Context: an optimization exercise on an open-source flow, tuned for small area, a short achievable clock period and few clock cycles per item. The choices shown serve that exercise and are no tape-out recipe.
In this exercise RTL edits were held to simulation tests only and were not proved equivalent to the original.

==> run P <==
Design taylor_cos, start of the top module:
module taylor_cos
(
   input  logic         clock,
   input  logic         reset,
   input  logic         start,
   input  logic [W-1:0] angle_in,
   output logic         ready_out,
   output logic [W-1:0] cos_out
);
==> module taylor_cos, before the edit <==
module taylor_cos
(
   input  logic         clock,
   input  logic         reset,
   input  logic         start,
   input  logic [W-1:0] angle_in,
   output logic         ready_out,
   output logic [W-1:0] cos_out
);
   logic [4:0]  step_q;     
   logic        ready_q;
   logic [24:0] a_q;        
   logic [24:0] b_q;        
   logic        x23_q;      
   logic        idle;
   logic        accept;
   logic [24:0] s_row;
   logic        e_bit;
   logic [24:0] mul_p;
   logic [3:0]  t;
   logic [24:0] acc4;
   assign idle   = ~|step_q;
   assign accept = idle & start;
   fxp_mul u_mul (
      .a_in (a_q[23:0]),
      .b_in (b_q),
      .s_in (s_row),
      .e_in (e_bit),
      .p_c  (mul_p)
   );
   always_comb begin
      s_row = {1'b0, {23{x23_q}} & b_q[22:0], 1'b0};
      if (step_q[1]) s_row = 25'h1ffd27d;    
      if (step_q[2]) s_row = 25'h0055555;    
      if (step_q[3]) s_row = 25'h1c00000;    
      if (step_q[4]) s_row = 25'h0800000;    
   end
   assign e_bit = step_q[0] & x23_q;
   logic [23:0] x;
   assign x = {x23_q, a_q[22:0]};
   always_comb begin
      t = 4'd0;
      if (x >= 24'd2897)     t = t + 4'd1;
      if (x >= 24'd5931643)  t = t + 4'd1;
      if (x >= 24'd8388609)  t = t + 4'd1;
      if (x >= 24'd10273906) t = t + 4'd1;
      if (x >= 24'd11863284) t = t + 4'd1;
      if (x >= 24'd13263555) t = t + 4'd1;
      if (x >= 24'd14529496) t = t + 4'd1;
      if (x >= 24'd15693649) t = t + 4'd1;
      acc4 = 25'd208 - {21'd0, t};
   end
   always_ff @(posedge clock or posedge reset) begin
      if (reset) begin
         step_q  <= 5'd0;
         ready_q <= 1'b0;
      end else begin
         step_q <= {step_q[3:0], accept};
         if (accept)         ready_q <= 1'b0;
         else if (step_q[4]) ready_q <= 1'b1;
      end
   end
   always_ff @(posedge clock) begin
      if (accept) begin
         a_q   <= {2'b0, angle_in[22:0]};
         b_q   <= {2'b0, angle_in[22:0]};
         x23_q <= angle_in[23];
      end else if (step_q[0]) begin
         a_q <= acc4;
         b_q <= mul_p;
      end else if (!idle) begin
         a_q <= mul_p;
      end
   end
   assign ready_out = ready_q;
   assign cos_out   = a_q[24] ? {W{1'b0}} : a_q[W-1:0];
endmodule
==> flow/config.mk <==
export PLATFORM = sky130hd
export DESIGN_NAME = taylor_cos
export DESIGN_NICKNAME = taylor_cos
export VERILOG_FILES = /design/flow/design.v
export SDC_FILE = /design/flow/constraint.sdc
export NUM_CORES = 4
export LEC_CHECK = 0
export ABC_AREA = 1
export CAP_MARGIN = 20
export CORE_MARGIN = 2
export CORE_UTILIZATION = 40
export SLEW_MARGIN = 20
export SYNTH_HIERARCHICAL = 1
==> flow/constraint.sdc <==
create_clock -name core_clock -period 12.0 [get_ports {clock}]
set_input_delay 2.4000 -clock core_clock [delete_from_list [all_inputs] [get_ports {clock}]]
set_output_delay 2.4000 -clock core_clock [all_outputs]
set_load 0.01 [all_outputs]
standard.sh (not shown) runs the stock make flow with config.mk's settings and CLKGATE_MAP_FILE= SYNTH_SCRIPT=/design/flow/synth_recipe.tcl, a recipe that flattens the netlist after the stock synthesis.
==> flow/flow/run.sh <==
#!/bin/bash
set -euo pipefail
bash standard.sh SETUP_SLACK_MARGIN=6.1 finish > flow.log 2>&1
==> run K: changes against run P <==
--- a/flow/design.v
+++ b/flow/design.v
@@ -2271,7 +2271,7 @@
    logic [4:0]  step_q;     
    logic        ready_q;
    logic [24:0] a_q;        
-   logic [24:0] b_q;        
+   logic [24:0] nb_q;       
    logic        x23_q;      
    logic        idle;
    logic        accept;
@@ -2284,13 +2284,13 @@
    assign accept = idle & start;
    fxp_mul u_mul (
       .a_in (a_q[23:0]),
-      .b_in (b_q),
+      .b_in (~nb_q),
       .s_in (s_row),
       .e_in (e_bit),
       .p_c  (mul_p)
    );
    always_comb begin
-      s_row = {1'b0, {23{x23_q}} & b_q[22:0], 1'b0};
+      s_row = {1'b0, {23{x23_q}} & ~nb_q[22:0], 1'b0};
       if (step_q[1]) s_row = 25'h1ffd27d;    
       if (step_q[2]) s_row = 25'h0055555;    
       if (step_q[3]) s_row = 25'h1c00000;    
@@ -2324,11 +2324,11 @@
    always_ff @(posedge clock) begin
       if (accept) begin
          a_q   <= {2'b0, angle_in[22:0]};
-         b_q   <= {2'b0, angle_in[22:0]};
+         nb_q  <= ~{2'b0, angle_in[22:0]};
          x23_q <= angle_in[23];
       end else if (step_q[0]) begin
          a_q <= acc4;
-         b_q <= mul_p;
+         nb_q <= ~mul_p;
       end else if (!idle) begin
          a_q <= mul_p;
       end
==> flow/flow/run.sh (replaced) <==
#!/bin/bash
set -euo pipefail
bash standard.sh SETUP_SLACK_MARGIN=5.5 "BUFFER_PORTS_ARGS=-buffer_cell sky130_fd_sc_hd__buf_1" finish > flow.log 2>&1
==> run B: changes against run P <==
==> flow/flow/run.sh (replaced) <==
#!/bin/bash
set -euo pipefail
bash standard.sh SETUP_SLACK_MARGIN=5.35 "BUFFER_PORTS_ARGS=-buffer_cell sky130_fd_sc_hd__buf_1" finish > flow.log 2>&1
==> run M: changes against run P <==
==> flow/flow/run.sh (replaced) <==
#!/bin/bash
set -euo pipefail
bash standard.sh SETUP_SLACK_MARGIN=5.5 finish > flow.log 2>&1
==> results.yml <==
route:
  drtIter0Drc: 1789
  viasPerCell: 5.745
yosys:
  synth_common_cells: "inv_1, nand2_1, xor2_1"
  yosysTopAreaCellShare: 0.2836
  synthCells: 2385
grt:
  grt_pass1_wl_um: 101900
worst_setup_path:
  critPathMaxStageDelay_ns: 0.78
  path_max_fanout: 23
  r2r_slack_ns: 5.69
run_status:
  status: "timing/DRC/antenna clean"
layout:
  final_nets: 2755
  inv_count: 429
  final_core_util: 0.4464
cts:
  clkLatencyLatePin_ns: 0.33
  postCtsResizedCells: 33
floorplan:
  fp.coreArea_um2: 45380
(the above is from run M)
==> results.yml <==
run_status:
  status: "timing/DRC/antenna clean"
worst_setup_path:
  path_max_fanout: 25
yosys:
  synthCells: 2338
  synth_common_cells: "inv_1, xor2_1, o22ai_1"
cts:
  postCtsResizedCells: 27
layout:
  inv_count: 449
  final_core_util: 0.4400
  final_nets: 2716
grt:
  grt_pass1_wl_um: 96470
floorplan:
  fp.coreArea_um2: 45580
(the above is from run K)
==> results.yml <==
run_status:
  status: "timing/DRC/antenna clean"
floorplan:
  fp.coreArea_um2: 45380
layout:
  inv_count: 430
  final_core_util: 0.4396
yosys:
  yosysTopAreaCellShare: 0.2836
  synth_most_common_cell: "inv_1"
  synth_common_cells: "inv_1, nand2_1, xor2_1"
worst_setup_path:
  critical_path_buf_inv_count: 4
  critPathMaxStageDelay_ns: 0.86
  path_max_fanout: 23
cts:
  clkLatencyLatePin_ns: 0.33
grt:
  grt_pass1_wl_um: 102600
(the above is from run B)
==> results.yml <==
run_status:
  status: "timing/DRC/antenna clean"
layout:
  final_nets: 2901
  inv_count: 441
yosys:
  yosysTopAreaCellShare: 0.2836
worst_setup_path:
  critPathMaxStageDelay_ns: 0.61
  r2r_slack_ns: 5.97
grt:
  grt_pass1_wl_um: 114700
floorplan:
  fp.coreArea_um2: 45380
(the above is from run P)
Testbench counts of run P, summed over its fixed seeds: cycles 3,072, items 512.
Testbench counts of run K, summed over its fixed seeds: cycles 3,072, items 512.
Testbench counts of run B, summed over its fixed seeds: cycles 3,072, items 512.
Testbench counts of run M, summed over its fixed seeds: cycles 3,072, items 512.

==> branch lagoon: inputs <==
==> flow/design.v <==
package taylor_pkg;
   localparam int unsigned W    = 24;    
   localparam int unsigned FRAC = 23;    
endpackage
module fxp_mul
(
   input  logic signed [24:0] a_in,
   input  logic        [24:0] b_in,
   input  logic signed [25:0] c_in,
   output logic        [24:0] p_c
);
   logic signed [50:0] prod;
   assign prod = $signed(a_in) * $signed({1'b0, b_in}) + $signed({c_in, 23'd0});
   assign p_c  = prod[47:23];
endmodule
import taylor_pkg::*;
module taylor_cos
(
   input  logic         clock,
   input  logic         reset,
   input  logic         start,
   input  logic [W-1:0] angle_in,
   output logic         ready_out,
   output logic [W-1:0] cos_out
);
   logic [4:0]         step_q;     
   logic               ready_q;
   logic signed [24:0] a_q;
   logic [24:0]        b_q;
   logic               idle;
   logic               accept;
   logic signed [25:0] coef;
   logic [24:0]        mul_p;
   logic [3:0]         t;
   logic [24:0]        acc4;
   assign idle   = ~|step_q;
   assign accept = idle & start;
   fxp_mul u_mul (
      .a_in (a_q),
      .b_in (b_q),
      .c_in (coef),
      .p_c  (mul_p)
   );
   always_comb begin
      coef = 26'sd0;
      if (step_q[1]) coef = -26'sd11651;
      if (step_q[2]) coef = 26'sd349525;
      if (step_q[3]) coef = -26'sd4194304;
      if (step_q[4]) coef = 26'sd8388608;
   end
   always_comb begin
      t = 4'd0;
      if (a_q >= 25'sd2897)     t = t + 4'd1;
      if (a_q >= 25'sd5931643)  t = t + 4'd1;
      if (a_q >= 25'sd8388609)  t = t + 4'd1;
      if (a_q >= 25'sd10273906) t = t + 4'd1;
      if (a_q >= 25'sd11863284) t = t + 4'd1;
      if (a_q >= 25'sd13263555) t = t + 4'd1;
      if (a_q >= 25'sd14529496) t = t + 4'd1;
      if (a_q >= 25'sd15693649) t = t + 4'd1;
      acc4 = 25'd208 - {21'd0, t};
   end
   always_ff @(posedge clock or posedge reset) begin
      if (reset) begin
         step_q  <= 5'd0;
         ready_q <= 1'b0;
      end else begin
         step_q <= {step_q[3:0], accept};
         if (accept)         ready_q <= 1'b0;
         else if (step_q[4]) ready_q <= 1'b1;
      end
   end
   always_ff @(posedge clock) begin
      if (accept) begin
         a_q <= {1'b0, angle_in};
         b_q <= {1'b0, angle_in};
      end else if (step_q[0]) begin
         a_q <= acc4;
         b_q <= mul_p;
      end else if (!idle) begin
         a_q <= mul_p;
      end
   end
   assign ready_out = ready_q;
   assign cos_out   = a_q[24] ? {W{1'b0}} : a_q[W-1:0];
endmodule
==> flow/run.sh <==
#!/bin/bash
# synth_recipe.tcl (not shown) runs the flow's synth.tcl, then flattens the netlist and writes it again
# the make line also repeats each setting of config.mk as NAME=value (left out here)
make -C /OpenROAD-flow-scripts/flow DESIGN_CONFIG=/design/flow/config.mk WORK_HOME=/design/flow/orfs CLKGATE_MAP_FILE= SYNTH_SCRIPT=/design/flow/synth_recipe.tcl finish
==> flow/config.mk <==
export PLATFORM = sky130hd
export DESIGN_NAME = taylor_cos
export DESIGN_NICKNAME = taylor_cos
export VERILOG_FILES = /design/flow/design.v
export SDC_FILE = /design/flow/constraint.sdc
export NUM_CORES = 4
export LEC_CHECK = 0
export CAP_MARGIN = 20
export CORE_MARGIN = 2
export CORE_UTILIZATION = 40
export SLEW_MARGIN = 20
==> flow/constraint.sdc <==
create_clock -name core_clock -period 12.0 [get_ports {clock}]
set_input_delay 2.4000 -clock core_clock [delete_from_list [all_inputs] [get_ports {clock}]]
set_output_delay 2.4000 -clock core_clock [all_outputs]
set_load 0.01 [all_outputs]
==> branch raven (differences from branch lagoon) <==
==> flow/design.v (replaced) <==
package taylor_pkg;
   localparam int unsigned W      = 24;         
   localparam int unsigned FRAC   = 23;         
   localparam int unsigned NTERMS = 7;          
   localparam int unsigned AW     = W + 2;      
   localparam int unsigned KW     = 3;          
   typedef logic signed [AW-1:0] acc_t;
   localparam acc_t ONE = 1 << FRAC;
   localparam logic [NTERMS*AW-1:0] COEF_FLAT = {
      AW'(0),          
      AW'(-2),         
      AW'(208),        
      AW'(-11651),     
      AW'(349525),     
      AW'(-4194304),   
      AW'(8388608)     
   };
   typedef enum logic [1:0] {
      ST_IDLE   = 2'd0,
      ST_SQUARE = 2'd1,
      ST_HORNER = 2'd2,
      ST_DONE   = 2'd3
   } state_t;
endpackage
import taylor_pkg::*;
module fxp_mul
(
   input  logic signed [AW-1:0] a_in,
   input  logic signed [AW-1:0] b_in,
   output logic signed [AW-1:0] p_c
);
   localparam int unsigned PW = 2 * AW;
   logic signed [PW-1:0] prod;
   logic signed [PW-1:0] prod_rnd;
   assign prod = PW'(a_in) * PW'(b_in);
   always_comb begin
      prod_rnd = prod;
   end
   assign p_c = AW'(prod_rnd >>> FRAC);
endmodule
import taylor_pkg::*;
module taylor_cos
(
   input  logic         clock,
   input  logic         reset,
   input  logic         start,
   input  logic [W-1:0] angle_in,
   output logic         ready_out,
   output logic [W-1:0] cos_out
);
   taylor_pkg::state_t   state_q;
   taylor_pkg::state_t   state_d;
   logic [W-1:0]         x_q, x_d;
   logic signed [AW-1:0] x2_q, x2_d;
   logic signed [AW-1:0] acc_q, acc_d;
   logic [KW-1:0]        k_q, k_d;
   logic                 ready_q, ready_d;
   logic [W-1:0]         cos_q, cos_d;
   logic signed [AW-1:0] mul_a, mul_b, mul_p;
   fxp_mul u_mul (
      .a_in (mul_a),
      .b_in (mul_b),
      .p_c  (mul_p)
   );
   always_ff @(posedge clock or posedge reset) begin
      if (reset) begin
         state_q <= ST_IDLE;
      end else begin
         state_q <= state_d;
      end
   end
   always_comb begin
      state_d = state_q;
      unique case (state_q)
         ST_IDLE:   if (start) state_d = ST_SQUARE;
         ST_SQUARE: state_d = ST_HORNER;
         ST_HORNER: if (k_q == '0) state_d = ST_DONE;
         ST_DONE:   state_d = ST_IDLE;
         default:   state_d = ST_IDLE;
      endcase
   end
   always_comb begin
      x_d     = x_q;
      x2_d    = x2_q;
      acc_d   = acc_q;
      k_d     = k_q;
      ready_d = ready_q;
      cos_d   = cos_q;
      mul_a   = AW'(x_q);
      mul_b   = AW'(x_q);
      unique case (state_q)
         ST_IDLE: begin
            if (start) begin
               x_d     = angle_in;
               ready_d = 1'b0;
            end
         end
         ST_SQUARE: begin
            x2_d  = mul_p;
            acc_d = $signed(taylor_pkg::COEF_FLAT[(NTERMS-1)*AW +: AW]);
            k_d   = KW'(NTERMS - 2);
         end
         ST_HORNER: begin
            mul_a = acc_q;
            mul_b = x2_q;
            acc_d = $signed(taylor_pkg::COEF_FLAT[k_q*AW +: AW]) + mul_p;
            if (k_q != '0) k_d = k_q - KW'(1);
         end
         ST_DONE: begin
            if (acc_q < 0)        cos_d = '0;
            else if (acc_q > ONE) cos_d = W'(ONE);
            else                  cos_d = W'(acc_q);
            ready_d = 1'b1;
         end
         default: begin
            ready_d = ready_q;
         end
      endcase
   end
   always_ff @(posedge clock or posedge reset) begin
      if (reset) begin
         x_q     <= '0;
         x2_q    <= '0;
         acc_q   <= '0;
         k_q     <= '0;
         ready_q <= 1'b0;
         cos_q   <= '0;
      end else begin
         x_q     <= x_d;
         x2_q    <= x2_d;
         acc_q   <= acc_d;
         k_q     <= k_d;
         ready_q <= ready_d;
         cos_q   <= cos_d;
      end
   end
   assign ready_out = ready_q;
   assign cos_out   = cos_q;
endmodule
==> results.txt <==
metric	branch raven	branch lagoon
Multi-input combinational area share	74.3%	75.6%
Worst-case clock skew	0.0101 ns	0.00936 ns
Cell area after layout	30900 um2	25300 um2
Synth top area share	47.4%	46.0%
Via total after detailed routing	21562	17637
Startpoint of the most critical setup path	state_q[0]$_DFFE_PP0P_	a_q[18]$_DFFE_PP_
Maximum single-stage delay on the critical path	0.70 ns	0.96 ns
Smallest setup slack after layout	0.704 ns	3.40 ns
Total detailed-routing wirelength	92.2 mm	67.7 mm
Crit-path max FO	38	20
Length of routed met3 wiring	7.88 mm	4.11 mm
Met3 track demand over resource in global routing	5.27%	2.31%
Number of cells traversed by the worst register-to-register path	35	26
CLK BUF	9	6
Status	timing/DRC/antenna clean	timing/DRC/antenna clean
Row count	98	89
Tapcells	950	773
Testbench counts of branch lagoon, summed over its fixed seeds: cycles 3,072, items 512.
Testbench counts of branch raven, summed over its fixed seeds: cycles 4,608, items 512.

static timing again, ports no longer ideal:
In the flow no input, the clock included, has a driving cell. The finished layouts below were timed again as built, in two steps.
Step 1 assumes that a clkbuf_16 drives the clock port and a buf_2 every other input.
Step 2 adds t to the input delays and takes it off the output delays; t is the mean of the earliest and latest rising clock arrival at the registers after step 1. Input paths then give back, and output paths get back, about the clock's delay inside the block.
a / b / c = ideal / step 1 / step 2; a / b = the first two.
run	t (ns)	slack for setup (ns)	clock arrival spread, ns	worst register clock-pin slew, ns	cell pins on the clock port's net
run P	0.358	5.969 / 5.969 / 5.969	0.010 / 0.010	0.06 / 0.06	1
run K	0.381	5.661 / 5.661 / 5.661	0.007 / 0.007	0.06 / 0.06	1
run B	0.360	5.593 / 5.593 / 5.593	0.007 / 0.006	0.06 / 0.06	1
run M	0.363	5.686 / 5.686 / 5.686	0.007 / 0.007	0.05 / 0.05	1
branch lagoon	0.344	3.401 / 3.401 / 3.401	0.009 / 0.010	0.08 / 0.08	1
branch raven	0.402	0.704 / 0.704 / 0.704	0.010 / 0.010	0.08 / 0.08	1
After both steps setup and hold are still met in every run listed.
